From an optimization exercise on the open Yosys and OpenROAD flow, aimed at small area; shortcuts taken in it are not production practice.
RTL that was checked went through simulation tests only; none was proved equivalent to the original.
For run 4, only the layout was checked, not whether the RTL still works.
Power and IR drop assume default switching activity. No driver is modelled on the clock port, so clocking that relies on it looks cheaper here than on a real chip.

**design/flow/design.v**
```verilog
module moving_average_mc #(
  parameter int DATA_WIDTH      = 16,
  parameter int CHANNELS        = 4,
  parameter int MAX_WINDOW_LOG2 = 5,
  localparam int CW = (CHANNELS > 1) ? $clog2(CHANNELS) : 1,
  localparam int WW = $clog2(MAX_WINDOW_LOG2 + 1)
) (
  input  logic                  clk,
  input  logic                  reset,
  input  logic [DATA_WIDTH-1:0] input_data,
  input  logic [CW-1:0]         input_channel,
  input  logic                  enable,
  input  logic [WW-1:0]         window,
  output logic [DATA_WIDTH-1:0] output_data,
  output logic [CW-1:0]         output_channel,
  output logic                  output_data_valid,
  output logic                  output_primed
);
  localparam int L  = MAX_WINDOW_LOG2;
  localparam int MW = 1 << L;
  localparam int AW = DATA_WIDTH + L;
  localparam int FW = L + 1;
  logic [WW-1:0]                win_c, cur_win;
  logic                         clear;
  logic [FW-1:0]                fill [CHANNELS];
  logic signed [AW-1:0]         acc  [CHANNELS];
  logic [DATA_WIDTH-1:0]        sr   [CHANNELS][MW];
  logic [FW-1:0]                eff_fill, new_fill;
  logic                         full;
  logic signed [DATA_WIDTH-1:0] x_old;
  logic signed [AW-1:0]         base, acc_new;
  logic                         primed;
  logic                         v1, v2;
  logic signed [AW-1:0]         s1_sum;
  logic [WW-1:0]                s1_win;
  logic [DATA_WIDTH-1:0]        s2_data;
  logic [CW-1:0]                s1_ch, s2_ch;
  logic                         s1_primed, s2_primed;
  always_comb begin
    win_c    = (window > WW'(L)) ? WW'(L) : window;
    clear    = (win_c != cur_win);
    eff_fill = fill[input_channel];
    full     = eff_fill[win_c];
    x_old    = '0;
    for (int c = 0; c < CHANNELS; c++)
      for (int k = 1; k <= L; k++)
        if (input_channel == CW'(c) && win_c == WW'(k) && full)
          x_old = x_old | sr[c][(1 << k) - 1];
    base     = (eff_fill == '0) ? '0 : acc[input_channel];
    acc_new  = {{L{input_data[DATA_WIDTH-1]}}, input_data};
    if (!clear && win_c != '0) acc_new = acc_new + base - {{L{x_old[DATA_WIDTH-1]}}, x_old};
    new_fill = clear ? FW'(1) : full ? eff_fill : eff_fill + FW'(1);
    primed   = new_fill[win_c];
  end
  always_ff @(posedge clk) begin
    for (int c = 0; c < CHANNELS; c++) begin
      if (enable && input_channel == CW'(c)) begin
        sr[c][0] <= input_data;
        for (int i = 1; i < MW; i++) sr[c][i] <= sr[c][i-1];
        acc[c] <= acc_new;
      end
    end
  end
  always_ff @(posedge clk or posedge reset) begin
    if (reset) begin
      cur_win <= '0;
      for (int c = 0; c < CHANNELS; c++) fill[c] <= '0;
    end else begin
      cur_win <= win_c;
      if (clear) begin
        for (int c = 0; c < CHANNELS; c++) fill[c] <= '0;
      end
      if (enable) fill[input_channel] <= new_fill;
    end
  end
  always_ff @(posedge clk) begin
    s1_sum    <= acc_new;
    s1_win    <= win_c;
    s1_ch     <= input_channel;
    s1_primed <= primed;
    s2_data   <= DATA_WIDTH'(s1_sum >>> s1_win);
    s2_ch     <= s1_ch;
    s2_primed <= s1_primed;
  end
  always_ff @(posedge clk or posedge reset) begin
    if (reset) begin
      v1                <= 1'b0;
      v2                <= 1'b0;
      output_data_valid <= 1'b0;
      output_data       <= '0;
      output_channel    <= '0;
      output_primed     <= 1'b0;
    end else begin
      v1                <= enable;
      v2                <= v1;
      output_data_valid <= v2;
      if (v2) begin
        output_data    <= s2_data;
        output_channel <= s2_ch;
        output_primed  <= s2_primed;
      end
    end
  end
endmodule
```
**design/flow/flow/run.sh**
```bash
#!/bin/bash
# The standard layout, with the smallest buffer on the ports and clock tree synthesis told not
# to add dummy loads for balancing.
set -euo pipefail
cd "$(dirname "$0")/.."
export BUFFER_PORTS_ARGS="-buffer_cell sky130_fd_sc_hd__buf_1"
export CTS_ARGS="-sink_clustering_enable -repair_clock_nets -sink_clustering_size 30 -sink_clustering_max_diameter 100 -buf_list sky130_fd_sc_hd__clkbuf_16 -dont_use_dummy_load"
bash standard.sh finish > standard.log 2>&1
```
**design/flow/standard.sh**
```bash
#!/bin/bash
# synth_recipe.tcl (not shown) runs the flow's synth.tcl, then flattens the netlist and writes it again
# the make line also repeats each setting of config.mk as NAME=value (left out here)
make -C /OpenROAD-flow-scripts/flow DESIGN_CONFIG=/design/flow/config.mk WORK_HOME=/design/flow/orfs CLKGATE_MAP_FILE= SYNTH_SCRIPT=/design/flow/synth_recipe.tcl "${@:-finish}"
```
**design/flow/config.mk**
```make
export PLATFORM = sky130hd
export DESIGN_NAME = moving_average_mc
export DESIGN_NICKNAME = moving_average_mc
export VERILOG_FILES = /design/flow/design.v
export SDC_FILE = /design/flow/constraint.sdc
export NUM_CORES = 4
export LEC_CHECK = 0
export CAP_MARGIN = 20
export CORE_MARGIN = 2
export CORE_UTILIZATION = 50
export SLEW_MARGIN = 20
```
**design/flow/constraint.sdc**
```tcl
create_clock -name core_clock -period 8.0 [get_ports {clk}]
set_input_delay 1.6000 -clock core_clock [delete_from_list [all_inputs] [get_ports {clk}]]
set_output_delay 1.6000 -clock core_clock [all_outputs]
set_load 0.01 [all_outputs]
```
==> results of run 1 <==
## per-layer routing
metal | vias to the layer above | track usage (%) | routed length, um
met5 | - | 0 | 37
met4 | 6 | 6.040 | 4679
met3 | 221 | 4.033 | 8415
met2 | 814 | 26.43 | 59320
met1 | 14960 | 26.79 | 60630
li1 | 12400 | - | -
## cells by family (layout without fill, tap and decap cells)
group,after synthesis,after routing
DFF,2227,2227
AOI/OAI and AO/OA,283,283
and+or+nand+nor,274,274
buffers and inverters,134,256
muxes,108,108
adders and majority gates,44,44
xor gates and xnor gates,17,17
other,0,2
## flip-flops by register name, indices dropped and copies added (netlist names), 3 cells and up
register and cells:
sr 2048, acc 84, fill 24, s1_sum 21, output_data 16, s2_data 16, cur_win 3, s1_win 3
## critical path, stage by stage
cell and delay [ps]:
sky130_fd_sc_hd__clkbuf_4 390, sky130_fd_sc_hd__buf_4 400, sky130_fd_sc_hd__nor2_1 100, sky130_fd_sc_hd__and3_1 390, sky130_fd_sc_hd__a222oi_1 300, sky130_fd_sc_hd__o21ai_1 150, sky130_fd_sc_hd__a221o_1 290, sky130_fd_sc_hd__a221oi_1 270
sky130_fd_sc_hd__nand4_1 250, sky130_fd_sc_hd__ha_1 340, sky130_fd_sc_hd__inv_1 60, sky130_fd_sc_hd__ha_1 180, sky130_fd_sc_hd__inv_1 70, sky130_fd_sc_hd__fa_1 460, sky130_fd_sc_hd__nor2b_1 190, sky130_fd_sc_hd__o31a_1 250
sky130_fd_sc_hd__o2111ai_1 280, sky130_fd_sc_hd__a211oi_1 530, sky130_fd_sc_hd__o31ai_1 170, sky130_fd_sc_hd__and3_1 210, sky130_fd_sc_hd__o31ai_1 500
## cell type report
cell class	count	area [um2]	area share (%)
multi-input cells	726	5722	7.382
clock buffers	87	2177	2.809
diodes	2	5.005	0.006457
well taps	1903	2381	3.072
inverters	66	262.8	0.3390
flip-flops and latches	2227	66170	85.37
repair buffers	103	788.3	1.017
## cell usage in the layout (no fill, tap or decap), types with 7 or more instances in the layout
master                      count
sky130_fd_sc_hd__a21o_1         9
sky130_fd_sc_hd__o21ai_0       41
sky130_fd_sc_hd__and3_1         9
sky130_fd_sc_hd__nand4_1       10
sky130_fd_sc_hd__mux2i_1       36
sky130_fd_sc_hd__xnor2_1        8
sky130_fd_sc_hd__or3_1          7
sky130_fd_sc_hd__nand2b_1       8
sky130_fd_sc_hd__o211ai_1       9
sky130_fd_sc_hd__a21oi_1       39
sky130_fd_sc_hd__edfxtp_1    2132
sky130_fd_sc_hd__a22oi_1       45
sky130_fd_sc_hd__clkbuf_16     87
sky130_fd_sc_hd__fa_1          20
sky130_fd_sc_hd__a22o_1        20
sky130_fd_sc_hd__a211oi_1      15
sky130_fd_sc_hd__ha_1          24
sky130_fd_sc_hd__buf_4         47
sky130_fd_sc_hd__mux4_2        28
sky130_fd_sc_hd__buf_1         41
sky130_fd_sc_hd__mux2_2        44
sky130_fd_sc_hd__buf_12        10
sky130_fd_sc_hd__a222oi_1      23
sky130_fd_sc_hd__dfrtp_1       49
sky130_fd_sc_hd__nand2_1      110
sky130_fd_sc_hd__nand3_1       16
sky130_fd_sc_hd__a221oi_1      21
sky130_fd_sc_hd__o22ai_1       20
sky130_fd_sc_hd__nor3_1        15
sky130_fd_sc_hd__dfxtp_1       46
sky130_fd_sc_hd__nor2_1        64
sky130_fd_sc_hd__xor2_1         8
sky130_fd_sc_hd__inv_1         61
## final timing paths
path                                       from                    to  slack (ps)  cells after the start
max                            input_channel[1]  acc[2][18]$_DFFE_PP_        1030                     21
min                            s1_ch[1]$_DFF_P_      s2_ch[1]$_DFF_P_         340                      0
max reg2reg                fill[3][4]$_DFF_PP0_  acc[2][18]$_DFFE_PP_        2110                     19
min reg2reg                    s1_ch[1]$_DFF_P_      s2_ch[1]$_DFF_P_         340                      0
max in group asynchronous                 reset  fill[3][2]$_DFF_PP0_        6450                      3
min in group asynchronous                 reset          v2$_DFF_PP0_        1020                      3
## power by group through the flow
stage | combinational [mW] | sequential, mW | clock, mW
4_1_cts | 0.663 | 13.2 | 5.26
6_report | 0.650 | 13.2 | 5.04
3_3_place_gp | 0.648 | 13.5 | 0
3_5_place_dp | 0.661 | 13.5 | 0
5_1_grt | 0.719 | 13.2 | 5.62
2_1_floorplan | 0.418 | 13.5 | 0
## per-stage QoR
stage                     instance area, um2  TNS (ps)
final                                  77500         0
after detailed placement               75260         0
after CTS                              77440         0
after global placement                 75260         0
after floorplan                        72460  -5519010
after global routing                   77500         0
==> results.txt, run 1 <==
outcome=no timing/DRC/antenna violations; post-layout util=about 54%; share of flip-flops with an asynchronous set or reset=under 10%; CTS buffer count=87; max-cap viol count=0; total power=roughly 19 mW; maximum clock rate=about 0.14 GHz; final cell count without fillers=around 5100; Switch Pwr=around 3.7 mW; post-layout minimum cycle time=approximately 7000 ps; yosys synthesis warning count=4; leading cell type by number of instances after synthesis=sky130_fd_sc_hd__edfxtp_1; startpoint-to-endpoint class of the critical path=input pin to flip-flop; biggest area consumer among synthesized cells=sky130_fd_sc_hd__edfxtp_1; number of antenna violations at the first check in global routing=18; worst hold slack=337.3 ps; starting density of the core=slightly above 50%; post-synthesis net count=about 3200; dominant cells by area after synthesis=sky130_fd_sc_hd__edfxtp_1 (88%), sky130_fd_sc_hd__dfrtp_1 (1.7%), sky130_fd_sc_hd__dfxtp_1 (1.3%), sky130_fd_sc_hd__mux4_2 (0.87%), sky130_fd_sc_hd__mux2_2 (0.68%); Startpoint Class=input pin; flop and latch count out of synthesis=2227; die boundary height=slightly below 400 um; sequential cell fraction of total power=~70%; fill cell instance count of the final layout=approximately 11000; remaining routing DRC violations=0; top cells by instance count after synthesis=sky130_fd_sc_hd__edfxtp_1 (2132), sky130_fd_sc_hd__nand2_1 (113), sky130_fd_sc_hd__inv_1 (66); post-synthesis share of cell area spent on and, or, nand and nor gates=about 1.7%; via density per instance=5.555; dominant synthesized flop cell=sky130_fd_sc_hd__edfxtp_1; Comb pwr share=around 3.4%; total vias in the final route=28410; worst-case clock buffer depth=3; length of the first detailed-routing pass in iterations=19; clock sink total=around 2200; combinational family with the most area after synthesis=compound AO/OA/AOI/OAI gates; post-synth cell types=69; headroom to the max-slew limit=approximately a quarter; clock share of power=between 20% and 30%; overall die width=between 300 and 400 um; clock tree from TritonCTS=yes; hold crit path type=flip-flop to flip-flop; Cells after Synth=3087; wire length of the first global-routing pass=~190000 um; IR Drop Worst-Case VDD=about 0.15 mV; number of nets with antenna violations after routing=0; Net count, final=approximately 3300; number of setup violations in the final report=0; pwr/cell area=243.9 mW/mm2; worst skew pair latency=between 700 and 800 ps; mapped cell area=slightly above 0.07 mm2; number of flops mapped to enable cells by yosys=between 2000 and 2500; fraction of layout instances using a drive strength above 1=under 10%; smallest setup slack after layout=between 1000 and 1500 ps; switching part of the total=between 10% and 20%; share of the synthesized area in compound gates (AO/OA/AOI/OAI)=around 2.8%; CTS Root Cell=sky130_fd_sc_hd__clkbuf_16; share of Yosys cell area claimed by the top area cell type=about nine tenths; unrepaired setup endpoints after global routing=false; maximum fanout count along the critical path=26; mean area per synthesized cell=roughly 23 um2; number of input and output port buffers inserted=43; sequential element share of the synthesized area=between 90% and 100%; Static Leak=approximately 24 nW; clock-pin transition on the worst setup and hold timing paths=about 100 ps; drt total wl=~130000 um; post-route fraction of the period consumed by the critical path=between 80% and 90%; post-synthesis share of cell area spent on full adders, half adders and majority gates=less than 1%; via count of the first global-routing pass=27830; CP Data Required Time=about 8400 ps; Post-Route Skew=66.44 ps; largest net degree at the start of global routing=between 150 and 200; count of pins over their slew limit=0; number of failing hold endpoints at the final stage=0; post-CTS repair timing setup buffer count=0; boundary pin count=44; Die Outline Area=between 0.1 and 0.15 mm2; DRC violation total after the first TritonRoute iteration=approximately 3400; endpoint arrival time on the critical path=7410 ps; post-synthesis mux area share=2.054%; internal power summed over all cells=roughly 15 mW; cts repair resizes=0; synthesized-area fraction occupied by xor and xnor cells=0.2161%; GRT Util Overall=around 18%; routability congestion estimate=0.9739; critical path endpoint category=flip-flop; slew at the pin closest to its max-slew limit=between 1000 and 1500 ps; Post-Place Setup Slack=457.6 ps; Area growth syn-to-layout=7.107%; CTS hold repair buffers=0; H-tree Lvls=3; cell row count=roughly 140; routed length per instance=between 20 and 30 um; placed wire-length estimate after detailed placement=84990 um; area of the core region=between 0.1 and 0.15 mm2; number of placed instances, taps included=around 5000; total gr overflow=0
==> run 2, diff against run 1 <==
--- a/design/flow/config.mk
+++ b/design/flow/config.mk
@@ -9,3 +9,3 @@
 export CORE_MARGIN = 2
-export CORE_UTILIZATION = 50
+export CORE_UTILIZATION = 40
 export SLEW_MARGIN = 20
==> run 2 against run 1 <==
Compared with the run above:
- still clean on timing, DRC and antenna
- utilization fell by 11 points
- via count decreased by 0.80%
- non-clock buffer count rose by 6
- synthesized cell count unchanged
- clock-buffer cell count down 1
- design area increased by 0.80%
- worst hold slack is essentially flat
- synthesized area did not move
- register-to-register slack lost 20 ps
- critical path type unchanged
- critical endpoint is now acc[0][18]$_DFFE_PP_
- largest power group unchanged
==> results.txt, run 2 <==
cell row count=156 (+12%); flip-flop count of the largest register after layout=2048 (unchanged); number of setup violations in the final report=0 (unchanged); post-route fraction of the period consumed by the critical path=85.18% (-2.0 points); post-synthesis share of cell area spent on and, or, nand and nor gates=1.748% (unchanged); total vias in the final route=28180 (-0.80%); remaining routing DRC violations=0 (unchanged); placed wire-length estimate after detailed placement=77970 um (-8.3%); routability congestion estimate=0.9463 (-2.8%); CTS buffer count=86 (-1.1%); worst reg2reg path startpoint=fill[3][3]$_DFF_PP0_; combinational family with the most area after synthesis=compound AO/OA/AOI/OAI gates; sequential element share of the synthesized area=91.44% (unchanged); mean area per synthesized cell=23.44 um2 (unchanged); yosys synthesis warning count=4 (unchanged); wire length of the first global-routing pass=183600 um (-4.1%); total gr overflow=0 (unchanged); clock tree from TritonCTS=yes; starting density of the core=40.17% (-10 points); mapped cell area=0.07236 mm2 (unchanged); top cells by instance count after synthesis=sky130_fd_sc_hd__edfxtp_1 (2132), sky130_fd_sc_hd__nand2_1 (113), sky130_fd_sc_hd__inv_1 (66); cts repair resizes=0 (unchanged); biggest area consumer among synthesized cells=sky130_fd_sc_hd__edfxtp_1; R2R cell count=19 (unchanged); clock-pin transition on the worst setup and hold timing paths=100 ps (about the same); DRC violation total after the first TritonRoute iteration=3287 (-2.1%); drt total wl=125500 um (-5.7%); area of the core region=0.1802 mm2 (+25%); via density per instance=5.043 (-9.2%); outcome=no timing/DRC/antenna violations; slew at the pin closest to its max-slew limit=1296 ps (+178.8 ps); CP Data Required Time=8460 ps (+20 ps); registers with the most flip-flops=sr x2048, acc x84, fill x24; GRT Util Overall=13.39% (-4.5 points); max-cap viol count=0 (unchanged); boundary pin count=44 (unchanged); hold crit path type=flip-flop to flip-flop; total power=18.87 mW (-0.15%); Static Leak=24.40 nW (about the same); worst-case clock buffer depth=3 (unchanged); number of cells on the worst hold path=0 (unchanged); CTS hold repair buffers=0 (unchanged); share of flip-flops with an asynchronous set or reset=2.200% (unchanged); Cells after Synth=3087 (unchanged); launch point of the worst hold path=s1_ch[1]$_DFF_P_; endpoint arrival time on the critical path=7280 ps (-130 ps); endpoint of the worst register-to-register path=acc[0][18]$_DFFE_PP_; post-layout util=43.36% (-11 points); number of input and output port buffers inserted=43 (unchanged); unrepaired setup endpoints after global routing=false; Die Outline Area=0.1843 mm2 (+25%); number of flops mapped to enable cells by yosys=2132 (unchanged); headroom to the max-slew limit=13.57% (-12 points); post-CTS repair timing setup buffer count=0 (unchanged); Net count, final=3284 (+0.15%); share of the synthesized area in compound gates (AO/OA/AOI/OAI)=2.822% (unchanged); commonest cells after routing, fill and taps aside=sky130_fd_sc_hd__edfxtp_1 (2132), sky130_fd_sc_hd__nand2_1 (110), sky130_fd_sc_hd__clkbuf_16 (86), sky130_fd_sc_hd__nor2_1 (64), sky130_fd_sc_hd__inv_1 (61); pwr/cell area=241.6 mW/mm2 (-0.94%); synthesized-area fraction occupied by xor and xnor cells=0.2161% (unchanged); maximum clock rate=0.1468 GHz (+2.3%); maximum fanout count along the critical path=13 (-50%); via count of the first global-routing pass=27140 (-2.5%); CTS Root Cell=sky130_fd_sc_hd__clkbuf_16; post-synth cell types=69 (unchanged); die boundary height=429.3 um (+12%); Post-Route Skew=81.35 ps (+14.91 ps); number of nets with antenna violations after routing=0 (unchanged); IR Drop Worst-Case VDD=0.1311 mV (-15%); count of pins over their slew limit=0 (unchanged); number of failing hold endpoints at the final stage=0 (unchanged); critical path endpoint category=flip-flop; post-synthesis mux area share=2.054% (unchanged); startpoint-to-endpoint class of the critical path=input pin to flip-flop; leading cell type by number of instances after synthesis=sky130_fd_sc_hd__edfxtp_1; routed length per instance=22.46 um (-14%); register containing the most flip-flops in the final layout=sr; Area growth syn-to-layout=7.961%; worst path cell trace=buf_1 -> nor3b_1 -> nand2_1 -> nor2_1 -> a221oi_1 -> nand4_1 -> ha_1 -> inv_1 -> ha_1 -> inv_1 -> fa_1 -> nor2b_1 -> o31a_1 -> o2111ai_1 -> a211oi_1 -> o31ai_1 -> and3_1 -> o31ai_1; endpoint with the worst hold slack=s2_ch[1]$_DFF_P_; Startpoint Class=input pin; setup slack, reg-to-reg=2090 ps (-20 ps); dominant synthesized flop cell=sky130_fd_sc_hd__edfxtp_1; flop and latch count out of synthesis=2227 (unchanged); post-synthesis net count=3155 (unchanged); Crit-path slowest cell=sky130_fd_sc_hd__nor2_1; clock sink total=2227 (unchanged); length of the first detailed-routing pass in iterations=7 (-12); overall die width=429.3 um (+12%); largest net degree at the start of global routing=195 (+0.52%); largest stage delay on the critical path=650 ps (+120 ps); post-synthesis share of cell area spent on full adders, half adders and majority gates=0.9683% (unchanged); H-tree Lvls=3 (unchanged); commonest non-fill, non-tap cell in the layout=sky130_fd_sc_hd__edfxtp_1; worst skew pair latency=750 ps (+30 ps); post-layout minimum cycle time=6814 ps (-160.1 ps); share of Yosys cell area claimed by the top area cell type=88.47% (unchanged); number of antenna violations at the first check in global routing=12 (-6); fraction of layout instances using a drive strength above 1=7.841% (+0.14 points); dominant cells by area after synthesis=sky130_fd_sc_hd__edfxtp_1 (88%), sky130_fd_sc_hd__dfrtp_1 (1.7%), sky130_fd_sc_hd__dfxtp_1 (1.3%), sky130_fd_sc_hd__mux4_2 (0.87%), sky130_fd_sc_hd__mux2_2 (0.68%)
==> run 2: cell counts after synthesis <==
Identical to the previous run, type by type.
==> run 2: cell families (layout without fill, tap and decap cells) <==
logic type	count (synthesis)	after routing
other	0	3
buffers and inverters	134	261
AOI/OAI and AO/OA	283	283
DFF	2227	2227
and+or+nand+nor	274	274
muxes	108	108
adders and majority gates	44	44
xor gates and xnor gates	17	17
==> run 2: how the worst max path moves through the flow <==
stage                                start  depth (start not counted)              endpoint  slack [ps]
after global placement    input_channel[1]                         18  acc[0][17]$_DFFE_PP_         620
after floorplan           input_channel[1]                          6   acc[3][0]$_DFFE_PP_       -2650
after CTS                        window[1]                         18  acc[2][18]$_DFFE_PP_        1320
after detailed placement  input_channel[1]                         18  acc[2][17]$_DFFE_PP_         540
after global routing             window[1]                         18  acc[2][18]$_DFFE_PP_         820
final                            window[1]                         18  acc[0][18]$_DFFE_PP_        1190
==> run 2: area by class of cell <==
type                    count  area (um2)
fillers                 15150      102000
flip-flops and latches   2227       66170
multi-input cells         726        5732
well taps                2370        2965
clock buffers              86        2152
repair buffers            109       834.6
inverters                  66       262.8
diodes                      3       7.507
==> run 2: routing by layer <==
metal | GRT usage, % | up-vias | part of all wire (%) | wire [um]
li1 | - | 12420 | - | -
met1 | 21.00 | 14850 | 50 | 62370
met2 | 18.86 | 698 | 42 | 53320
met3 | 1.981 | 205 | 4.4 | 5584
met4 | 5.097 | 4 | 3.4 | 4209
met5 | 0 | - | 0.018 | 23
==> run 2: worst max-delay path, delay by kind of cell <==
kind | cells | cell delay [ps]
AO/OA/AOI/OAI | 6 | 1970
adder cells (fa/ha/maj) | 3 | 900
buffers and inverters | 3 | 560
AND/OR/NAND/NOR | 6 | 2230
==> run 2: metrics by stage <==
stage	instances	setup TNS [ps]	hold slack, ps	instance area (um2)	setup slack (ps)
after global routing	5585	0	355.9	78120	822.6
after detailed placement	5497	0	317.9	75940	536.5
final	5587	0	337.5	78120	1186
after floorplan	3087	-5519010	309.6	72460	-2648
after global placement	5497	0	317.3	75940	623.1
after CTS	5583	0	338.0	78090	1319
==> run 2: report_power, final <==
part	switching [mW]	internal (mW)
sequential	0.129	13.1
clock	3.11	1.94
combinational	0.441	0.187
==> run 3, diff against run 2 <==
==> design/flow/flow/run.sh (replaced) <==
#!/bin/bash
# The standard layout, with clock tree synthesis told not to add dummy loads for balancing.
set -euo pipefail
cd "$(dirname "$0")/.."
export CTS_ARGS="-sink_clustering_enable -repair_clock_nets -sink_clustering_size 30 -sink_clustering_max_diameter 100 -buf_list sky130_fd_sc_hd__clkbuf_16 -dont_use_dummy_load"
bash standard.sh finish > standard.log 2>&1
==> run 3 against run 2 <==
Compared with the run above:
- clock power about the same
- sequential share of layout area shrank 0.36 points
- power up 0.20%
- first-iteration DRC count shrank 2.7%
- wire length is 2.7% higher
- critical path depth is 2 higher
- clock-buffer cell count is the same
- cell count up 0.21%
==> results.txt, run 3 <==
worst path cell trace=clkdlybuf4s50_1 -> nor3b_1 -> and3_1 -> a222oi_1 -> o21ai_1 -> a221o_1 -> a221oi_1 -> nand4_1 -> ha_1 -> inv_1 -> ha_1 -> inv_1 -> fa_1 -> nor2b_1 -> o31a_1 -> o2111ai_1 -> a211oi_1 -> o31ai_1 -> and3_1 -> o31ai_1; placed wire-length estimate after detailed placement=81390 um (+4.4%); commonest cells after routing, fill and taps aside=sky130_fd_sc_hd__edfxtp_1 (2132), sky130_fd_sc_hd__nand2_1 (110), sky130_fd_sc_hd__clkbuf_16 (86), sky130_fd_sc_hd__buf_4 (66), sky130_fd_sc_hd__nor2_1 (64); smallest setup slack after layout=1102 ps (-83.65 ps); routability congestion estimate=1.007 (+6.4%); worst skew pair latency=740 ps (about the same); Static Leak=24.57 nW (+0.69%); mean area per synthesized cell=23.44 um2 (unchanged); overall die width=429.3 um (unchanged); critical path endpoint category=flip-flop; post-synthesis net count=3155 (unchanged); wire length of the first global-routing pass=187500 um (+2.1%); via density per instance=5.090 (+0.92%); post-route fraction of the period consumed by the critical path=86.22% (+1.0 points); boundary pin count=44 (unchanged); met1 track demand over resource in global routing=20.95% (-0.052 points); share of Yosys cell area claimed by the top area cell type=88.47% (unchanged); fraction of layout instances using a drive strength above 1=8.155% (+0.31 points); count of pins over their slew limit=0 (unchanged); flop and latch count out of synthesis=2227 (unchanged); pwr/cell area=241.0 mW/mm2 (-0.23%); length of the first detailed-routing pass in iterations=8 (+1); number of input and output port buffers inserted=43 (unchanged); leading cell type by number of instances after synthesis=sky130_fd_sc_hd__edfxtp_1; clock tree from TritonCTS=yes; global routing met2 resource utilization=19.76% (+0.89 points); number of flops mapped to enable cells by yosys=2132 (unchanged); cts repair resizes=0 (unchanged); worst-case clock buffer depth=3 (unchanged); Area growth syn-to-layout=8.424%; yosys synthesis warning count=4 (unchanged); mapped cell area=0.07236 mm2 (unchanged); post-layout minimum cycle time=6898 ps (+83.65 ps); unrepaired setup endpoints after global routing=false; cell row count=156 (unchanged); Die Outline Area=0.1843 mm2 (unchanged); CTS buffer count=86 (unchanged); CTS hold repair buffers=0 (unchanged); IR Drop Worst-Case VDD=0.1553 mV (+18%); Startpoint Class=input pin; total vias in the final route=28500 (+1.1%); via count of the first global-routing pass=27410 (+0.98%); startpoint-to-endpoint class of the critical path=input pin to flip-flop; biggest area consumer among synthesized cells=sky130_fd_sc_hd__edfxtp_1; outcome=no timing/DRC/antenna violations; post-layout util=43.55% (+0.19 points); top cells by instance count after synthesis=sky130_fd_sc_hd__edfxtp_1 (2132), sky130_fd_sc_hd__nand2_1 (113), sky130_fd_sc_hd__inv_1 (66); Net count, final=3295 (+0.33%); DRC violation total after the first TritonRoute iteration=3197 (-2.7%); clock sink total=2227 (unchanged); max-cap viol count=0 (unchanged); maximum fanout count along the critical path=14 (+1); number of setup violations in the final report=0 (unchanged); clock-pin transition on the worst setup and hold timing paths=110 ps (about the same); GRT Util Overall=13.75% (+0.36 points); commonest non-fill, non-tap cell in the layout=sky130_fd_sc_hd__edfxtp_1; starting density of the core=40.17% (unchanged); final cell count without fillers=5599 (+0.21%); headroom to the max-slew limit=25.50% (+12 points); number of placed instances, taps included=5507 (+0.18%); area of the core region=0.1802 mm2 (unchanged); largest stage delay on the critical path=780 ps (+130 ps); routed length per instance=23.01 um (+2.4%); drt total wl=128800 um (+2.7%); met3 track utilization from global routing=2.284% (+0.30 points); CP Data Required Time=8420 ps (-40 ps); post-synth cell types=69 (unchanged); fill cell instance count of the final layout=15020 (-0.84%); total gr overflow=0 (unchanged); die boundary height=429.3 um (unchanged); most used routing layer in global routing=met1; dominant cells by area after synthesis=sky130_fd_sc_hd__edfxtp_1 (88%), sky130_fd_sc_hd__dfrtp_1 (1.7%), sky130_fd_sc_hd__dfxtp_1 (1.3%), sky130_fd_sc_hd__mux4_2 (0.87%), sky130_fd_sc_hd__mux2_2 (0.68%); Crit-path slowest cell=sky130_fd_sc_hd__clkdlybuf4s50_1; Post-Route Skew=66.13 ps (-15.22 ps); hold crit path type=flip-flop to flip-flop; registers with the most flip-flops=sr x2048, acc x84, fill x24; dominant synthesized flop cell=sky130_fd_sc_hd__edfxtp_1; Cells after Synth=3087 (unchanged); maximum clock rate=0.1450 GHz (-1.2%); number of antenna violations at the first check in global routing=11 (-1); post-CTS repair timing setup buffer count=0 (unchanged); flip-flop count of the largest register after layout=2048 (unchanged); remaining routing DRC violations=0 (unchanged); endpoint arrival time on the critical path=7310 ps (+30 ps); number of failing hold endpoints at the final stage=0 (unchanged); Post-Place Setup Slack=662.0 ps (+125.5 ps); register containing the most flip-flops in the final layout=sr; slew at the pin closest to its max-slew limit=1117 ps (-178.9 ps); H-tree Lvls=3 (unchanged); number of nets with antenna violations after routing=0 (unchanged); CTS Root Cell=sky130_fd_sc_hd__clkbuf_16; share of flip-flops with an asynchronous set or reset=2.200% (unchanged); sequential element share of the synthesized area=91.44% (unchanged); largest net degree at the start of global routing=197 (+1.0%)
run 3: cell counts after synthesis:
Identical to the previous run, type by type.
run 3: cell families after synthesis:
family                   share of synthesized area, %
AND/OR/NAND/NOR                                 1.748
flip-flops                                      91.44
AO/OA/AOI/OAI                                   2.822
multiplexers                                    2.054
adder cells (fa/ha/maj)                        0.9683
buffers and inverters                          0.7504
XOR/XNOR                                       0.2161
run 3: final timing paths:
check	startpoint	end	slack, ps	cells after the start
worst min register to register	sr[94][13]$_DFFE_PP_	sr[95][13]$_DFFE_PP_	360	0
min in group asynchronous	reset	output_data[3]$_DFFE_PP0P_	1390	3
max in group asynchronous	reset	output_data_valid$_DFF_PP0_	6000	3
worst max-delay path	window[2]	acc[0][18]$_DFFE_PP_	1100	20
worst min-delay path	sr[94][13]$_DFFE_PP_	sr[95][13]$_DFFE_PP_	360	0
worst max register to register	fill[3][4]$_DFF_PP0_	acc[0][18]$_DFFE_PP_	2300	16
run 3: routing by layer:
layer / vias up / routed length, um / part of all wire, %
li1: 12450 / - / -
met1: 14940 / 60730 / 47
met2: 886 / 55320 / 43
met3: 228 / 7782 / 6.0
met4: 0 / 5015 / 3.9
met5: - / 0 / 0
run 3: metrics by stage:
step	cell area, um2	hold WS [ps]	setup TNS [ps]	total power, mW
after floorplan	72460	309.6	-5519010	13.93
after global placement	76240	339.1	0	14.12
after detailed placement	76240	339.7	0	14.14
after CTS	78390	364.5	0	19.16
after global routing	78450	375.1	0	19.60
final	78460	364.3	0	18.91
run 3: power breakdown:
| part | internal (mW) | switching, mW | total, mW |
|---|---|---|---|
| combinational | 0.220 | 0.444 | 0.664 |
| clock | 1.94 | 3.11 | 5.05 |
| sequential | 13.1 | 0.136 | 13.2 |
| total | 15.2 | 3.69 | 18.9 |
run 3: cell type report:
type	instances	area (um2)	area share, %
Sequential cell	2227	66170	84.34
Multi-Input combinational cell	726	5717	7.286
Tap cell	2370	2965	3.780
Clock buffer	86	2152	2.743
Timing Repair Buffer	120	1181	1.505
Inverter	66	262.8	0.3349
Antenna cell	4	10.01	0.01276
run 3: worst max-delay path, delay by kind of cell:
kind	cells	cell delay (ps)
AO/OA/AOI/OAI	9	2580
adder cells (fa/ha/maj)	3	980
buffers and inverters	3	910
AND/OR/NAND/NOR	5	1230
==> run 4, diff against run 3 <==
--- a/design/flow/design.v
+++ b/design/flow/design.v
@@ -33,3 +33,2 @@
   logic                         v1, v2;
-  logic signed [AW-1:0]         s1_sum;
   logic [WW-1:0]                s1_win;
@@ -46,4 +45,5 @@
       for (int k = 1; k <= L; k++)
-        if (input_channel == CW'(c) && win_c == WW'(k) && full)
+        if (input_channel == CW'(c) && win_c == WW'(k))
           x_old = x_old | sr[c][(1 << k) - 1];
+    if (!full) x_old = '0;
     base     = (eff_fill == '0) ? '0 : acc[input_channel];
@@ -76,3 +76,2 @@
   always_ff @(posedge clk) begin
-    s1_sum    <= acc_new;
     s1_win    <= win_c;
@@ -80,3 +79,3 @@
     s1_primed <= primed;
-    s2_data   <= DATA_WIDTH'(s1_sum >>> s1_win);
+    s2_data   <= DATA_WIDTH'(acc[s1_ch] >>> s1_win);
     s2_ch     <= s1_ch;
==> design/flow/flow/run.sh (replaced) <==
#!/bin/bash
# The standard layout, with the smallest buffer on the ports and clock tree synthesis told not
# to add dummy loads for balancing.
set -euo pipefail
cd "$(dirname "$0")/.."
export BUFFER_PORTS_ARGS="-buffer_cell sky130_fd_sc_hd__buf_1"
export CTS_ARGS="-sink_clustering_enable -repair_clock_nets -sink_clustering_size 30 -sink_clustering_max_diameter 100 -buf_list sky130_fd_sc_hd__clkbuf_16 -dont_use_dummy_load"
bash standard.sh finish > standard.log 2>&1
==> run 4 against run 3 <==
Compared with the run above:
- still clean on timing, DRC and antenna
- cell count shrank 1.4%
- global-route usage is 0.96 points lower
- wire length down 6.3%
- worst setup slack improved by 110 ps
- non-clock buffer count down 11
- first-iteration DRC count fell by 4.5%
- utilization is essentially flat
- synthesized area down 0.33%
- critical path depth shrank 1
- sequential power is essentially flat
- critical endpoint is now acc[0][20]$_DFFE_PP_
- largest power group unchanged
==> results.txt, run 4 <==
number of nets with antenna violations after routing=0 (unchanged); flip-flop count of the largest register after layout=2048 (unchanged); Switch Pwr=3.634 mW (-1.4%); largest net degree at the start of global routing=210 (+6.6%); share of flip-flops with an asynchronous set or reset=2.221% (+0.021 points); post-synth cell types=66 (-4.3%); number of flops mapped to enable cells by yosys=2132 (unchanged); maximum fanout count along the critical path=18 (+4); Net count, final=3232 (-1.9%); DRC violation total after the first TritonRoute iteration=3053 (-4.5%); Post-Route Skew=71.35 ps (+5.219 ps); overall die width=428.6 um (-0.16%); hold crit path type=flip-flop to flip-flop; pwr/cell area=240.3 mW/mm2 (-0.30%); Startpoint Class=input pin; endpoint of the worst register-to-register path=acc[0][20]$_DFFE_PP_; sequential element share of the synthesized area=91.16% (-0.28 points); worst path cell trace=buf_1 -> o21ai_0 -> nor2_2 -> a22o_1 -> a221oi_1 -> nand3_1 -> nor2_1 -> a41oi_1 -> fa_1 -> inv_1 -> ha_1 -> nor2b_1 -> o31a_1 -> o221ai_1 -> o311ai_0 -> buf_4 -> a211oi_1 -> o21ai_0 -> a211oi_1; post-layout util=43.50% (-0.047 points); post-layout minimum cycle time=6789 ps (-108.8 ps); internal power summed over all cells=15.06 mW (-1.1%); clock-pin transition on the worst setup and hold timing paths=110 ps (about the same); boundary pin count=44 (unchanged); Die Outline Area=0.1837 mm2 (-0.32%); worst path buffer plus inverter count=3 (unchanged); slew at the pin closest to its max-slew limit=1171 ps (+53.75 ps); CTS hold repair buffers=0 (unchanged); kind of cell with the highest combined delay on the critical path=compound AO/OA/AOI/OAI gates; cts repair resizes=0 (unchanged); registers with the most flip-flops=sr x2048, acc x84, fill x24; number of cells on the worst hold path=0 (unchanged); dominant cells by area after synthesis=sky130_fd_sc_hd__edfxtp_1 (89%), sky130_fd_sc_hd__dfrtp_1 (1.7%), sky130_fd_sc_hd__mux4_2 (1.6%), sky130_fd_sc_hd__a22oi_1 (1.0%), sky130_fd_sc_hd__dfxtp_1 (0.69%); CTS Root Cell=sky130_fd_sc_hd__clkbuf_16; setup slack, reg-to-reg=2660 ps (+360 ps); mapped cell area=0.07213 mm2 (-0.33%); via count of the first global-routing pass=26460 (-3.5%); number of setup violations in the final report=0 (unchanged); startpoint-to-endpoint class of the critical path=input pin to flip-flop; count of pins over their slew limit=0 (unchanged); flop and latch count out of synthesis=2206 (-0.94%); number of antenna violations at the first check in global routing=20 (+9); length of the first detailed-routing pass in iterations=6 (-2); outcome=no timing/DRC/antenna violations; commonest cells after routing, fill and taps aside=sky130_fd_sc_hd__edfxtp_1 (2132), sky130_fd_sc_hd__nand2_1 (104), sky130_fd_sc_hd__a22oi_1 (97), sky130_fd_sc_hd__clkbuf_16 (85), sky130_fd_sc_hd__inv_1 (55); worst reg2reg path startpoint=fill[3][4]$_DFF_PP0_; remaining routing DRC violations=0 (unchanged); total area of multi-input combinational cells=0.005884 mm2 (+2.9%); total vias in the final route=28030 (-1.6%); wire length of the first global-routing pass=176000 um (-6.1%); Crit-path slowest cell=sky130_fd_sc_hd__nor2_2; Post-Place Setup Slack=593.2 ps (-68.83 ps); routability congestion estimate=0.8517 (-15%); register containing the most flip-flops in the final layout=sr; critical path endpoint category=flip-flop; die boundary height=428.6 um (-0.16%); launch point of the worst hold path=s1_primed$_DFF_P_; post-CTS repair timing setup buffer count=0 (unchanged); Comb pwr share=3.4% (about the same); endpoint arrival time on the critical path=7250 ps (-60 ps); IR Drop Worst-Case VDD=0.1743 mV (+12%); worst-case clock buffer depth=3 (unchanged); number of failing hold endpoints at the final stage=0 (unchanged); placed wire-length estimate after detailed placement=73950 um (-9.1%); worst skew pair latency=720 ps (-20 ps); GRT Util Overall=12.80% (-0.96 points); CP Data Required Time=8460 ps (+40 ps); fraction of layout instances using a drive strength above 1=7.843% (-0.31 points); starting density of the core=40.34% (+0.17 points); biggest area consumer among synthesized cells=sky130_fd_sc_hd__edfxtp_1; sequential standard cell area=0.06575 mm2 (-0.64%); area of the core region=0.1788 mm2 (-0.75%); switching part of the total=19.44% (-0.052 points); sequential cell fraction of total power=69.9% (about the same); post-route fraction of the period consumed by the critical path=84.86% (-1.4 points); unrepaired setup endpoints after global routing=false; mean area per synthesized cell=23.77 um2 (+1.4%); cell row count=155 (-0.64%); endpoint with the worst hold slack=s2_primed$_DFF_P_; clock sink total=2206 (-0.94%); clock tree from TritonCTS=yes; leading cell type by number of instances after synthesis=sky130_fd_sc_hd__edfxtp_1; R2R cell count=15 (-1); H-tree Lvls=3 (unchanged); smallest setup slack after layout=1211 ps (+108.8 ps); Static Leak=24.16 nW (-1.7%); yosys synthesis warning count=4 (unchanged); Cells after Synth=3034 (-1.7%); post-synthesis net count=3102 (-1.7%); drt total wl=120800 um (-6.3%); fill cell instance count of the final layout=15010 (-0.060%); CTS buffer count=85 (-1.2%); largest stage delay on the critical path=980 ps (+200 ps); top cells by instance count after synthesis=sky130_fd_sc_hd__edfxtp_1 (2132), sky130_fd_sc_hd__nand2_1 (104), sky130_fd_sc_hd__a22oi_1 (97); Area growth syn-to-layout=7.850%; maximum clock rate=0.1473 GHz (+1.6%); headroom to the max-slew limit=21.84% (-3.7 points); routed length per instance=21.88 um (-4.9%); dominant synthesized flop cell=sky130_fd_sc_hd__edfxtp_1; dpl cell area=0.07561 mm2 (-0.83%); clock share of power=26.7% (about the same); via density per instance=5.078 (-0.24%); post-route cell area=0.07779 mm2 (-0.85%); max-cap viol count=0 (unchanged); total gr overflow=0 (unchanged); number of input and output port buffers inserted=43 (unchanged); share of Yosys cell area claimed by the top area cell type=88.76% (+0.29 points); commonest non-fill, non-tap cell in the layout=sky130_fd_sc_hd__edfxtp_1
[run 4: layout make-up]
class | count | share of cell area [%]
Sequential cell | 2206 | 84.52
Multi-Input combinational cell | 701 | 7.565
Tap cell | 2355 | 3.788
Clock buffer | 85 | 2.734
Timing Repair Buffer | 109 | 1.066
Inverter | 61 | 0.3137
Antenna cell | 3 | 0.009651
[run 4: kinds of logic after synthesis]
group	count (synthesis)	synth area share [%]
DFF	2206	91.16
adders and majority gates	44	0.9715
xor gates and xnor gates	20	0.2429
and+or+nand+nor	223	1.377
buffers and inverters	127	0.7078
muxes	109	2.434
AOI/OAI and AO/OA	305	3.109
[run 4: how the worst max path moves through the flow]
stage,to,cells after the start,from
after global routing,acc[2][20]$_DFFE_PP_,21,window[1]
after global placement,acc[1][20]$_DFFE_PP_,21,window[1]
after CTS,acc[0][20]$_DFFE_PP_,19,window[1]
after detailed placement,acc[3][20]$_DFFE_PP_,19,window[1]
after floorplan,acc[2][0]$_DFFE_PP_,6,input_channel[0]
final,acc[0][20]$_DFFE_PP_,19,window[1]
[run 4: power by group through the flow]
stage / clock network (mW) / logic [mW] / registers (mW)
6_report: 4.99 / 0.638 / 13.1
5_1_grt: 5.57 / 0.705 / 13.1
4_1_cts: 5.23 / 0.644 / 13.1
3_5_place_dp: 0 / 0.641 / 13.3
3_3_place_gp: 0 / 0.627 / 13.3
2_1_floorplan: 0 / 0.430 / 13.4
[run 4: worst register-to-register path: cells and delay by family, from the launching register on]
kind / cells / cell delay, ps
muxes: 1 / 550
adders and majority gates: 2 / 860
buffers and inverters: 2 / 240
DFF: 1 / 400
and+or+nand+nor: 2 / 850
AOI/OAI and AO/OA: 8 / 2190
[run 4: routing by layer]
metal  wire length, um  global-route usage, %
met1             58650                  20.48
met2             51780                  18.05
met3              8014                  2.234
met4              2318                  3.302
met5                27                      0
[run 4: metrics by stage]
| stage | hold slack, ps | std cells | power, mW | setup TNS (ps) |
|---|---|---|---|---|
| after floorplan | 309.6 | 3034 | 13.81 | -5781520 |
| after global placement | 318.2 | 5430 | 13.94 | 0 |
| after detailed placement | 323.3 | 5430 | 13.97 | 0 |
| after CTS | 348.2 | 5515 | 18.94 | 0 |
| after global routing | 357.0 | 5518 | 19.37 | 0 |
| final | 346.2 | 5520 | 18.69 | 0 |
==> run 5, diff against run 4 <==
--- a/design/flow/design.v
+++ b/design/flow/design.v
@@ -45,5 +45,4 @@
       for (int k = 1; k <= L; k++)
-        if (input_channel == CW'(c) && win_c == WW'(k))
+        if (input_channel == CW'(c) && win_c == WW'(k) && full)
           x_old = x_old | sr[c][(1 << k) - 1];
-    if (!full) x_old = '0;
     base     = (eff_fill == '0) ? '0 : acc[input_channel];
==> run 5 against run 4 <==
Compared with the run above:
- via count hardly changed
- die area down 0.18%
- cell count down 0.74%
- clock skew decreased by 2.3 ps
- design area decreased by 0.24%
- combinational power down 5.5%
- sequential share of layout area is 0.20 points higher
- clock power about the same
- worst setup slack lost 350 ps
- wire length up 5.5%
- sequential cell count stayed put
- critical path depth unchanged
==> results.txt, run 5 <==
hold crit path type=flip-flop to flip-flop; Switch Pwr=3.622 mW (-0.33%); wire length of the first global-routing pass=183200 um (+4.1%); number of antenna violations at the first check in global routing=24 (+20%); register containing the most flip-flops in the final layout=sr; largest net degree at the start of global routing=174 (-17%); Startpoint Class=input pin; worst reg2reg path startpoint=fill[3][5]$_DFF_PP0_; largest stage delay on the critical path=800 ps (-180 ps); number of flops mapped to enable cells by yosys=2132 (unchanged); maximum fanout count along the critical path=15 (-3); boundary pin count=44 (unchanged); Comb pwr share=3.2% (-0.2 points); commonest cells after routing, fill and taps aside=sky130_fd_sc_hd__edfxtp_1 (2132), sky130_fd_sc_hd__nand2_1 (103), sky130_fd_sc_hd__clkbuf_16 (84), sky130_fd_sc_hd__inv_1 (55), sky130_fd_sc_hd__a22oi_1 (55); share of Yosys cell area claimed by the top area cell type=88.92% (+0.16 points); post-route cell area=0.07760 mm2 (-0.24%); routed length per instance=23.27 um (+6.3%); startpoint-to-endpoint class of the critical path=input pin to flip-flop; number of nets with antenna violations after routing=0 (unchanged); clock share of power=26.7% (about the same); Area growth syn-to-layout=7.784% (about the same); mapped cell area=0.07200 mm2 (-0.18%); H-tree Lvls=3 (unchanged); worst path buffer plus inverter count=3 (unchanged); die boundary height=428.3 um (about the same); Most Frequent Cell on Critical Path=sky130_fd_sc_hd__o31ai_1; maximum clock rate=0.1401 GHz (-4.9%); kind of cell with the highest combined delay on the critical path=compound AO/OA/AOI/OAI gates; outcome=no timing/DRC/antenna violations; remaining routing DRC violations=0 (unchanged); R2R cell count=18 (+3); length of the first detailed-routing pass in iterations=6 (unchanged); Net count, final=3193 (-1.2%); switching part of the total=19.42% (about the same); dominant synthesized flop cell=sky130_fd_sc_hd__edfxtp_1; critical path endpoint category=flip-flop; biggest area consumer among synthesized cells=sky130_fd_sc_hd__edfxtp_1; fraction of layout instances using a drive strength above 1=8.197% (+0.35 points); cell row count=155 (unchanged); worst hold slack=348.7 ps (+2.531 ps); clock tree from TritonCTS=yes; cts repair resizes=0 (unchanged); area of the core region=0.1786 mm2 (-0.11%); capturing element of the worst setup path=acc[1][20]$_DFFE_PP_; slew at the pin closest to its max-slew limit=1232 ps (+61.02 ps); CTS hold repair buffers=0 (unchanged); dpl cell area=0.07549 mm2 (-0.15%); commonest non-fill, non-tap cell in the layout=sky130_fd_sc_hd__edfxtp_1; total vias in the final route=28040 (+0.046%); post-layout minimum cycle time=7138 ps (+348.7 ps); number of failing hold endpoints at the final stage=0 (unchanged); pwr/cell area=240.3 mW/mm2 (about the same); leading cell type by number of instances after synthesis=sky130_fd_sc_hd__edfxtp_1; endpoint of the worst register-to-register path=acc[1][20]$_DFFE_PP_; yosys synthesis warning count=4 (unchanged); CTS Root Cell=sky130_fd_sc_hd__clkbuf_16; sequential cell fraction of total power=70.1% (+0.2 points); post-synthesis net count=3070 (-1.0%); dominant cells by area after synthesis=sky130_fd_sc_hd__edfxtp_1 (89%), sky130_fd_sc_hd__dfrtp_1 (1.7%), sky130_fd_sc_hd__mux4_2 (1.5%), sky130_fd_sc_hd__dfxtp_1 (0.70%), sky130_fd_sc_hd__mux2_2 (0.63%); GRT Util Overall=13.56% (+0.77 points); total gr overflow=0 (unchanged); worst path cell trace=buf_2 -> mux4_2 -> nand3b_1 -> buf_4 -> nor2_2 -> a221oi_1 -> and4_1 -> nand3_1 -> fa_1 -> inv_1 -> ha_1 -> nor2b_1 -> o31a_1 -> o31ai_1 -> nand2_1 -> a2111oi_0 -> o31ai_1 -> xnor2_1 -> o21ai_0; count of pins over their slew limit=0 (unchanged); post-route fraction of the period consumed by the critical path=89.22% (+4.4 points); headroom to the max-slew limit=17.41% (-4.4 points); via density per instance=5.118 (+0.80%); overall die width=428.3 um (about the same); max-cap viol count=0 (unchanged); starting density of the core=40.31% (about the same); clock-pin transition on the worst setup and hold timing paths=110 ps (about the same); number of input and output port buffers inserted=43 (unchanged); routability congestion estimate=0.9140 (+7.3%); post-CTS repair timing setup buffer count=0 (unchanged); Static Leak=24.14 nW (about the same); number of setup violations in the final report=0 (unchanged); share of flip-flops with an asynchronous set or reset=2.221% (unchanged); sequential element share of the synthesized area=91.32% (+0.16 points); flip-flop count of the largest register after layout=2048 (unchanged); worst setup path startpoint=input_channel[1]; worst skew pair latency=720 ps (about the same); final cell count without fillers=5479 (-0.74%); worst-case clock buffer depth=3 (unchanged); internal power summed over all cells=15.03 mW (-0.21%); CP Data Required Time=8480 ps (+20 ps); clock sink total=2206 (unchanged); Die Outline Area=0.1834 mm2 (-0.18%); Cells after Synth=3002 (-1.1%); unrepaired setup endpoints after global routing=false; top cells by instance count after synthesis=sky130_fd_sc_hd__edfxtp_1 (2132), sky130_fd_sc_hd__nand2_1 (104), sky130_fd_sc_hd__inv_1 (60); drt total wl=127500 um (+5.5%); IR Drop Worst-Case VDD=0.1781 mV (+2.2%); registers with the most flip-flops=sr x2048, acc x84, fill x24; CTS buffer count=84 (-1.2%); Post-Route Skew=69.02 ps (-2.325 ps); flop and latch count out of synthesis=2206 (unchanged); number of cells on the critical path=19 (unchanged); Crit-path slowest cell=sky130_fd_sc_hd__a2111oi_0; number of placed instances, taps included=5394 (-0.66%); endpoint arrival time on the critical path=7620 ps (+370 ps); placed wire-length estimate after detailed placement=80140 um (+8.4%); post-synth cell types=62 (-6.1%); setup slack, reg-to-reg=1680 ps (-980 ps); mean area per synthesized cell=23.98 um2 (+0.89%); DRC violation total after the first TritonRoute iteration=3835 (+26%); via count of the first global-routing pass=26530 (+0.26%)
run 5: per-layer routing:
metal	wire, um	vias up	part of all wire [%]	global-route usage [%]
met3	10590	207	8.3	3.342
met1	59560	14700	47	21.09
li1	-	12200	-	-
met4	3766	2	3.0	3.994
met5	13	-	0.010	0
met2	53560	927	42	18.85
run 5: logic make-up after synthesis:
group / share of synthesized area [%]
adders and majority gates: 0.9732
xor gates and xnor gates: 0.2798
and+or+nand+nor: 1.484
muxes: 2.635
DFF: 91.32
buffers and inverters: 0.6500
AOI/OAI and AO/OA: 2.659
run 5: stage by stage:
step	total power, mW	util [%]	TNS [ps]	setup WS (ps)
after detailed placement	13.95	42.27	0	170.5
after global routing	19.33	43.45	0	691.9
final	18.65	43.45	0	862.3
after global placement	13.92	42.27	0	395.3
after CTS	18.88	43.44	0	952.7
after floorplan	13.79	-	-5199090	-2487
run 5: worst min path at each step:
stage,from,endpoint,slack [ps],cells past startpoint
after floorplan,s1_primed$_DFF_P_,s2_primed$_DFF_P_,310,0
after global placement,s1_primed$_DFF_P_,s2_primed$_DFF_P_,320,0
after detailed placement,s1_primed$_DFF_P_,s2_primed$_DFF_P_,320,0
after CTS,s1_primed$_DFF_P_,s2_primed$_DFF_P_,350,0
after global routing,s1_primed$_DFF_P_,s2_primed$_DFF_P_,360,0
final,s1_primed$_DFF_P_,s2_primed$_DFF_P_,350,0
run 5: cell type report:
class / count / area [um2]
Fill cell: 14880 / 101000
Sequential cell: 2206 / 65750
Multi-Input combinational cell: 675 / 5822
Tap cell: 2355 / 2947
Clock buffer: 84 / 2102
Timing Repair Buffer: 97 / 734.5
Inverter: 61 / 244.0
Antenna cell: 1 / 2.502
run 5: power groups by stage:
| stage | registers, mW | logic (mW) | clock network [mW] |
|---|---|---|---|
| global route | 13.1 | 0.670 | 5.56 |
| detailed placement | 13.3 | 0.612 | 0 |
| CTS | 13.1 | 0.614 | 5.19 |
| finish | 13.1 | 0.603 | 4.97 |
| floorplan | 13.4 | 0.405 | 0 |
| global placement | 13.3 | 0.598 | 0 |
==> run 6, diff against run 5 <==
--- a/design/flow/config.mk
+++ b/design/flow/config.mk
@@ -9,3 +9,3 @@
 export CORE_MARGIN = 2
-export CORE_UTILIZATION = 40
+export CORE_UTILIZATION = 50
 export SLEW_MARGIN = 20
==> run 6 against run 5 <==
Compared with the run above:
- still clean
- worst setup slack gained 250 ps
- sequential power is essentially flat
- clock skew shrank 13 ps
- via count grew 0.42%
- synthesized area is the same
- power is essentially flat
- cell count shrank 8.2%
- maximum frequency grew 3.6%
- critical path type unchanged
- highest routed layer unchanged
==> results.txt, run 6 <==
clock sink total=2206 (unchanged); boundary pin count=44 (unchanged); Most Frequent Cell on Critical Path=sky130_fd_sc_hd__buf_4; number of nets with antenna violations after routing=0 (unchanged); flip-flop count of the largest register after layout=2048 (unchanged); endpoint of the worst register-to-register path=acc[0][20]$_DFFE_PP_; post-synth cell types=62 (unchanged); maximum clock rate=0.1451 GHz (+3.6%); sequential standard cell area=0.06575 mm2 (about the same); top cells by instance count after synthesis=sky130_fd_sc_hd__edfxtp_1 (2132), sky130_fd_sc_hd__nand2_1 (104), sky130_fd_sc_hd__inv_1 (60); fill cell instance count of the final layout=10830 (-27%); length of the first detailed-routing pass in iterations=7 (+1); die boundary height=383.5 um (-10%); flop and latch count out of synthesis=2206 (unchanged); post-synthesis net count=3070 (unchanged); number of setup violations in the final report=0 (unchanged); remaining routing DRC violations=0 (unchanged); total vias in the final route=28160 (+0.42%); commonest cells after routing, fill and taps aside=sky130_fd_sc_hd__edfxtp_1 (2132), sky130_fd_sc_hd__nand2_1 (103), sky130_fd_sc_hd__clkbuf_16 (84), sky130_fd_sc_hd__inv_1 (55), sky130_fd_sc_hd__a22oi_1 (55); commonest non-fill, non-tap cell in the layout=sky130_fd_sc_hd__edfxtp_1; endpoint with the worst hold slack=s2_primed$_DFF_P_; Crit-path slowest cell=sky130_fd_sc_hd__a2111oi_0; cell row count=139 (-10%); Die Outline Area=0.1470 mm2 (-20%); number of inserted diodes=0 (-1); DRC violation total after the first TritonRoute iteration=3536 (-7.8%); registers with the most flip-flops=sr x2048, acc x84, fill x24; total power=18.66 mW (about the same); leading cell type by number of instances after synthesis=sky130_fd_sc_hd__edfxtp_1; met3 track utilization from global routing=2.740% (-0.60 points); CTS hold repair buffers=0 (unchanged); headroom to the max-slew limit=15.91% (-1.5 points); wire length of the first global-routing pass=183300 um (about the same); post-route fraction of the period consumed by the critical path=86.16% (-3.1 points); pwr/cell area=242.2 mW/mm2 (+0.78%); startpoint-to-endpoint class of the critical path=input pin to flip-flop; most used routing layer in global routing=met1; routed length per instance=25.02 um (+7.5%); mapped cell area=0.07200 mm2 (unchanged); starting density of the core=50.24% (+9.9 points); dominant cells by area after synthesis=sky130_fd_sc_hd__edfxtp_1 (89%), sky130_fd_sc_hd__dfrtp_1 (1.7%), sky130_fd_sc_hd__mux4_2 (1.5%), sky130_fd_sc_hd__dfxtp_1 (0.70%), sky130_fd_sc_hd__mux2_2 (0.63%); outcome=no timing/DRC/antenna violations; via count of the first global-routing pass=27240 (+2.7%); number of input and output port buffers inserted=43 (unchanged); register containing the most flip-flops in the final layout=sr; placed wire-length estimate after detailed placement=76970 um (-4.0%); worst reg2reg path startpoint=fill[3][4]$_DFF_PP0_; routability congestion estimate=0.8435 (-7.7%); Static Leak=24.17 nW (+0.12%); number of antenna violations at the first check in global routing=19 (-21%); number of flops mapped to enable cells by yosys=2132 (unchanged); IR Drop Worst-Case VDD=0.1867 mV (+4.8%); total area of multi-input combinational cells=0.005832 mm2 (+0.17%); dpl cell area=0.07496 mm2 (-0.71%); GRT Util Overall=17.03% (+3.5 points); number of cells on the worst hold path=0 (unchanged); biggest area consumer among synthesized cells=sky130_fd_sc_hd__edfxtp_1; CP Data Required Time=8480 ps (about the same); post-layout minimum cycle time=6893 ps (-245.0 ps); global routing met2 resource utilization=24.17% (+5.3 points); CTS Root Cell=sky130_fd_sc_hd__clkbuf_16; Cells after Synth=3002 (unchanged); cts repair resizes=0 (unchanged); worst path cell trace=clkbuf_4 -> buf_4 -> mux4_2 -> nand3_1 -> nor2_1 -> buf_4 -> a22o_1 -> a221oi_1 -> nand4_1 -> nor2_1 -> fa_1 -> ha_1 -> o21a_1 -> o31a_1 -> o31ai_1 -> nand2_1 -> a2111oi_0 -> buf_4 -> o31ai_1 -> xnor2_1 -> o21ai_0; fraction of layout instances using a drive strength above 1=8.277% (+0.080 points); unrepaired setup endpoints after global routing=false; endpoint arrival time on the critical path=7370 ps (-250 ps); max-cap viol count=0 (unchanged); share of Yosys cell area claimed by the top area cell type=88.92% (unchanged); launch point of the worst hold path=s1_primed$_DFF_P_; share of flip-flops with an asynchronous set or reset=2.221% (unchanged); overall die width=383.5 um (-10%); Area growth syn-to-layout=7.035%; area of the core region=0.1433 mm2 (-20%); largest stage delay on the critical path=500 ps (-300 ps); Post-Route Skew=56.38 ps (-12.64 ps); sequential element share of the synthesized area=91.32% (unchanged); drt total wl=125900 um (-1.2%); clock-pin transition on the worst setup and hold timing paths=100 ps (about the same); Startpoint Class=input pin; setup slack, reg-to-reg=1980 ps (+300 ps); clock tree from TritonCTS=yes; worst skew pair latency=730 ps (about the same); post-CTS repair timing setup buffer count=0 (unchanged); worst-case clock buffer depth=3 (unchanged); CTS buffer count=84 (unchanged); number of failing hold endpoints at the final stage=0 (unchanged); mean area per synthesized cell=23.98 um2 (unchanged); dominant synthesized flop cell=sky130_fd_sc_hd__edfxtp_1; slew at the pin closest to its max-slew limit=1261 ps (+29.16 ps); met1 track demand over resource in global routing=27.46% (+6.4 points); maximum fanout count along the critical path=15 (unchanged); Net count, final=3199 (+0.19%); count of pins over their slew limit=0 (unchanged); largest net degree at the start of global routing=183 (+5.2%); total gr overflow=0 (unchanged); hold crit path type=flip-flop to flip-flop; R2R cell count=19 (+1); post-route cell area=0.07706 mm2 (-0.69%); critical path endpoint category=flip-flop; H-tree Lvls=3 (unchanged); via density per instance=5.597 (+9.3%); yosys synthesis warning count=4 (unchanged)
## run 6: cell counts after synthesis
No cell type changed its count.
## run 6: how the worst max path moves through the flow
stage | slack (ps) | depth (start not counted) | to | from
global placement | 540 | 21 | acc[2][20]$_DFFE_PP_ | input_channel[0]
detailed placement | 360 | 21 | acc[2][20]$_DFFE_PP_ | input_channel[0]
global route | 650 | 21 | acc[3][20]$_DFFE_PP_ | input_channel[0]
CTS | 1110 | 21 | acc[0][20]$_DFFE_PP_ | input_channel[0]
floorplan | -2490 | 5 | acc[1][0]$_DFFE_PP_ | input_channel[0]
finish | 1110 | 21 | acc[0][20]$_DFFE_PP_ | input_channel[0]
## run 6: area by class of cell
class,count,area share [%]
multi-input cells,675,7.568
inverters,61,0.3182
flip-flops and latches,2206,85.32
repair buffers,103,0.9790
well taps,1903,3.090
clock buffers,84,2.728
## run 6: stage by stage
stage          util, %  setup TNS, ps  std cells  hold slack, ps  setup slack [ps]
4_1_cts          53.77              0       5032           345.6              1111
3_5_place_dp     52.31              0       4948           314.7             362.8
3_3_place_gp     52.29              0       4948           321.5             537.3
2_1_floorplan        -       -5199090       3002           309.6             -2487
6_report         53.77              0       5032           347.0              1107
5_1_grt          53.77              0       5032           361.6             649.7
## run 6: power breakdown
part           internal, mW  switching [mW]
Sequential             12.9           0.128
Combinational         0.188           0.429
Clock                  1.90            3.08
Total                  15.0            3.63
## run 6: per-layer routing
metal | vias to the layer above | routed length, um
li1 | 12200 | -
met1 | 14900 | 60850
met2 | 849 | 54040
met3 | 203 | 7512
met4 | 10 | 3442
met5 | - | 59
## run 6: kinds of logic (layout without fill, tap and decap cells)
logic type,count (synthesis),in the layout,synth area share [%]
DFF,2206,2206,91.32
AOI/OAI and AO/OA,255,255,2.659
and+or+nand+nor,233,233,1.484
buffers and inverters,121,248,0.6500
muxes,120,120,2.635
adders and majority gates,44,44,0.9732
xor gates and xnor gates,23,23,0.2798
## run 6: critical path, delay by kind of cell
| family | cells | cell delay [ps] |
|---|---|---|
| AO/OA/AOI/OAI | 8 | 2110 |
| XOR/XNOR | 1 | 130 |
| adder cells (fa/ha/maj) | 2 | 850 |
| buffers and inverters | 4 | 970 |
| multiplexers | 1 | 410 |
| AND/OR/NAND/NOR | 5 | 1270 |

## what the ideal ports hide
Ports are ideal in the flow. The routed layouts listed here were re-timed in OpenROAD. Step 1, drivers: a clkbuf_16 drives clk and a buf_2 each remaining input, both assumed. Step 2 adds t to the input delays and takes it off the output delays; t is the mean of the earliest and latest rising clock arrival at the registers after step 1. Input paths then give back, and output paths get back, about the clock's delay inside the block. a / b / c = ideal / step 1 / step 2; a / b = the first two.
run	t (ns)	setup WS [ns]	worst data-port slew with drivers (ns)
run 1	0.758	1.026 / 1.072 / 0.314	0.17
run 2	0.796	1.186 / 1.141 / 0.344	0.18
run 3	0.782	1.102 / 1.017 / 0.234	0.16
run 4	0.766	1.211 / 1.208 / 0.442	0.13
run 5	0.772	0.862 / 0.910 / 0.137	0.13
run 6	0.782	1.107 / 1.156 / 0.374	0.13
After both steps every run listed still meets setup and hold. The setup slack of run 3, which loses most, moves by -0.085 ns with the drivers and by -0.868 ns with both steps.
